Context: an optimization exercise on an open-source flow, tuned for small area. The choices shown serve that exercise and are no tape-out recipe.
Function was checked by simulation only, so behaviour that the tests miss may differ from the original.

## maple
==> flow/design.v <==
module reg_file_mp #(
  parameter int DATA_W   = 32,
  parameter int ADDR_W   = 5,
  parameter bit ZERO_REG = 1'b1,
  parameter bit BYPASS   = 1'b1
) (
  input  logic              clk,
  input  logic              rst_n,
  input  logic [ADDR_W-1:0] RA,
  input  logic [ADDR_W-1:0] RB,
  output logic [DATA_W-1:0] Bus_A,
  output logic [DATA_W-1:0] Bus_B,
  input  logic [ADDR_W-1:0] RW0,
  input  logic [ADDR_W-1:0] RW1,
  input  logic [DATA_W-1:0] Bus_W0,
  input  logic [DATA_W-1:0] Bus_W1,
  input  logic              reg_write0,
  input  logic              reg_write1,
  input  logic              clear_req,
  output logic              busy,
  output logic              ready
);
  localparam int DEPTH = 1 << ADDR_W;
  localparam int LO    = ZERO_REG ? 1 : 0;
  logic              busy_q;
  logic [ADDR_W-1:0] cnt_q;
  logic [DATA_W-1:0] mem_q [DEPTH];
  assign busy  = busy_q;
  assign ready = ~busy_q;
  always_ff @(posedge clk or negedge rst_n) begin
    if (!rst_n) begin
      busy_q <= 1'b1;
      cnt_q  <= '0;
    end else if (busy_q) begin
      cnt_q <= cnt_q + 1'b1;
      if (cnt_q == '1) busy_q <= 1'b0;
    end else if (clear_req) begin
      busy_q <= 1'b1;
      cnt_q  <= '0;
    end
  end
  logic we0, we1;
  always_comb begin
    we0 = ~busy_q & reg_write0;
    we1 = ~busy_q & reg_write1;
    if (ZERO_REG && RW0 == '0) we0 = 1'b0;
    if (ZERO_REG && RW1 == '0) we1 = 1'b0;
    if (we1 && RW1 == RW0) we0 = 1'b0;
  end
  logic [DEPTH-1:0] s0, s1, hold;
  logic [DATA_W-1:0] w0_n, w1_n;
  assign w0_n = ~Bus_W0;
  assign w1_n = ~Bus_W1;
  genvar i, b;
  generate
    for (i = 0; i < DEPTH; i++) begin : g_ent
      assign s1[i]   = we1 & (RW1 == i);
      assign s0[i]   = we0 & (RW0 == i);
      assign hold[i] = ~busy_q & ~s1[i] & ~s0[i];
    end
    for (i = LO; i < DEPTH; i++) begin : g_mem
      logic [DATA_W-1:0] nxt;
      rf_went #(.W(DATA_W)) u_w (.s1_n(~s1[i]), .w1_n(w1_n), .s0_n(~s0[i]), .w0_n(w0_n),
                                 .h(hold[i]), .q(mem_q[i]), .y(nxt));
      always_ff @(posedge clk) mem_q[i] <= nxt;
    end
  endgenerate
  localparam int NT = DEPTH + 2 - LO;
  localparam int NG = (NT + 2) / 3;
  logic ok_a, ok_b, a1, a0, b1, b0;
  logic [3*NG-1:0] sel_a, sel_b;
  logic [DATA_W-1:0] term [3*NG];
  assign ok_a = ~busy_q & ~(ZERO_REG && RA == '0);
  assign ok_b = ~busy_q & ~(ZERO_REG && RB == '0);
  assign a1 = BYPASS && we1 && (RW1 == RA);
  assign a0 = BYPASS && we0 && (RW0 == RA);
  assign b1 = BYPASS && we1 && (RW1 == RB);
  assign b0 = BYPASS && we0 && (RW0 == RB);
  assign sel_a[0] = ok_a & a1;
  assign sel_a[1] = ok_a & a0;
  assign sel_b[0] = ok_b & b1;
  assign sel_b[1] = ok_b & b0;
  assign term[0]  = Bus_W1;
  assign term[1]  = Bus_W0;
  generate
    for (i = 2; i < 3*NG; i++) begin : g_sel
      if (i - 1 < LO || i - 1 >= DEPTH) begin : g_z
        assign sel_a[i] = 1'b0;
        assign sel_b[i] = 1'b0;
        assign term[i]  = '0;
      end else begin : g_e
        assign sel_a[i] = ok_a & ~a1 & ~a0 & (RA == i - 1);
        assign sel_b[i] = ok_b & ~b1 & ~b0 & (RB == i - 1);
        assign term[i]  = mem_q[i - 1];
      end
    end
  endgenerate
  logic [NG-1:0] ga [DATA_W];
  logic [NG-1:0] gb [DATA_W];
  genvar g;
  generate
    for (b = 0; b < DATA_W; b++) begin : g_bit
      for (g = 0; g < NG; g++) begin : g_grp
        rf_aoi222 u_a (.a1(sel_a[3*g]), .a2(term[3*g][b]), .b1(sel_a[3*g+1]), .b2(term[3*g+1][b]),
                       .c1(sel_a[3*g+2]), .c2(term[3*g+2][b]), .y(ga[b][g]));
        rf_aoi222 u_b (.a1(sel_b[3*g]), .a2(term[3*g][b]), .b1(sel_b[3*g+1]), .b2(term[3*g+1][b]),
                       .c1(sel_b[3*g+2]), .c2(term[3*g+2][b]), .y(gb[b][g]));
      end
      rf_nand_or11 u_oa (.n(ga[b]), .y(Bus_A[b]));
      rf_nand_or11 u_ob (.n(gb[b]), .y(Bus_B[b]));
    end
  endgenerate
endmodule
module rf_aoi222 (
  input  logic a1, a2, b1, b2, c1, c2,
  output logic y
);
  assign y = ~((a1 & a2) | (b1 & b2) | (c1 & c2));
endmodule
module rf_nand4 (
  input  logic a, b, c, d,
  output logic y
);
  assign y = ~(a & b & c & d);
endmodule
module rf_nand3 (
  input  logic a, b, c,
  output logic y
);
  assign y = ~(a & b & c);
endmodule
module rf_or3 (
  input  logic a, b, c,
  output logic y
);
  assign y = a | b | c;
endmodule
module rf_nand_or11 (
  input  logic [10:0] n,
  output logic        y
);
  logic p0, p1, p2;
  rf_nand4 u0 (.a(n[0]), .b(n[1]), .c(n[2]),  .d(n[3]), .y(p0));
  rf_nand4 u1 (.a(n[4]), .b(n[5]), .c(n[6]),  .d(n[7]), .y(p1));
  rf_nand3 u2 (.a(n[8]), .b(n[9]), .c(n[10]), .y(p2));
  rf_or3   u3 (.a(p0), .b(p1), .c(p2), .y(y));
endmodule
module rf_went #(
  parameter int W = 32
) (
  input  logic         s1_n, s0_n, h,
  input  logic [W-1:0] w1_n, w0_n, q,
  output logic [W-1:0] y
);
  assign y = ~(({W{s1_n}} | w1_n) & ({W{s0_n}} | w0_n) & ~({W{h}} & q));
endmodule
==> flow/config.mk <==
export PLATFORM = sky130hd
export DESIGN_NAME = reg_file_mp
export DESIGN_NICKNAME = reg_file_mp
export VERILOG_FILES = /design/flow/design.v
export SDC_FILE = /design/flow/constraint.sdc
export NUM_CORES = 4
export LEC_CHECK = 0
export CAP_MARGIN = 20
export CORE_MARGIN = 2
export CORE_UTILIZATION = 30
export PLACE_DENSITY = 0.45
export SLEW_MARGIN = 20
export SYNTH_HIERARCHICAL = 1
==> flow/constraint.sdc <==
create_clock -name core_clock -period 10.0 [get_ports {clk}]
set_input_delay 2.0000 -clock core_clock [delete_from_list [all_inputs] [get_ports {clk}]]
set_output_delay 2.0000 -clock core_clock [all_outputs]
set_load 0.01 [all_outputs]
standard.sh (not shown) runs the stock make flow with config.mk's settings and CLKGATE_MAP_FILE= SYNTH_SCRIPT=/design/flow/synth_recipe.tcl, a recipe that flattens the netlist after the stock synthesis.
==> flow/flow/run.sh <==
#!/bin/bash
# Standard ORFS layout (the standard.sh, unchanged synthesis) with two
# changes: port buffers use the smallest buffer, and the clock tree uses
# clkbuf_16 with larger sink clusters and no dummy loads.
# Each step's full output goes to its own log in this folder.
set -euo pipefail
export BUFFER_PORTS_ARGS="-buffer_cell sky130_fd_sc_hd__buf_1"
export CTS_ARGS="-sink_clustering_enable -repair_clock_nets -buf_list sky130_fd_sc_hd__clkbuf_16 -sink_clustering_size 20 -sink_clustering_max_diameter 80 -dont_use_dummy_load"
bash standard.sh synth > synth.log 2>&1
bash standard.sh finish > layout.log 2>&1
maple finished every step from synthesis to the final layout, and the layout passed the timing, DRC and antenna checks.
Here is what was changed in the inputs of birch compared with maple.
- CTS_BUF_LIST now sky130_fd_sc_hd__clkbuf_16, previously not set
- CTS_CLUSTER_SIZE now 20, previously not set
- CTS_CLUSTER_DIAMETER now 80, previously not set
==> flow/run.sh (new file) <==
#!/bin/bash
# synth_recipe.tcl (not shown) runs the flow's synth.tcl, then flattens the netlist and writes it again
# the make line also repeats each setting of config.mk as NAME=value (left out here)
make -C /OpenROAD-flow-scripts/flow DESIGN_CONFIG=/design/flow/config.mk WORK_HOME=/design/flow/orfs CLKGATE_MAP_FILE= SYNTH_SCRIPT=/design/flow/synth_recipe.tcl finish
removed: flow/flow/run.sh
removed: flow/standard.sh
Notes after the runs:
birch finished end to end and its layout was clean on timing, DRC and antenna. Changes observed in birch relative to maple: clock transition at the registers of the reported paths comparable; final weighted congestion in routability-driven placement picked up an extra 0.013; H-tree depth neither gained nor lost much; post-route fraction of the period consumed by the critical path went up; final HPWL from detailed placement fell about 1.4%. Die span in y: birch vs maple, no meaningful difference. | pre-CTS worst setup slack | higher: maple |.

static timing again, ports no longer ideal:
In the flow no input, the clock included, has a driving cell. The finished layouts below were timed again as built, in two steps. Step 1 (the two cells are an assumption about what drives the block):
set clk [get_ports {clk}]
set_driving_cell -lib_cell sky130_fd_sc_hd__clkbuf_16 $clk
set_driving_cell -lib_cell sky130_fd_sc_hd__buf_2 [delete_from_list [all_inputs] $clk]
Step 2 also shifts input and output timing later by t, the mid clock arrival at the registers, as if the neighbouring blocks saw the same clock. a / b / c = ideal ports / drivers / drivers and shift; a / b = the first two.
| run | t, ns | setup slack, ns | hold slack, ns | pins driven straight from the clock port |
|---|---|---|---|---|
| maple | 0.750 | 1.184 / 1.084 / 1.084 | 0.493 / 0.493 / 0.493 | 1 |
| birch | 0.765 | 0.754 / 0.676 / 0.676 | 0.488 / 0.488 / 0.488 | 1 |
After both steps setup and hold are still met in every run listed. For maple, which loses most, drivers alone change the setup slack by -0.100 ns; drivers and shift together by -0.100 ns.
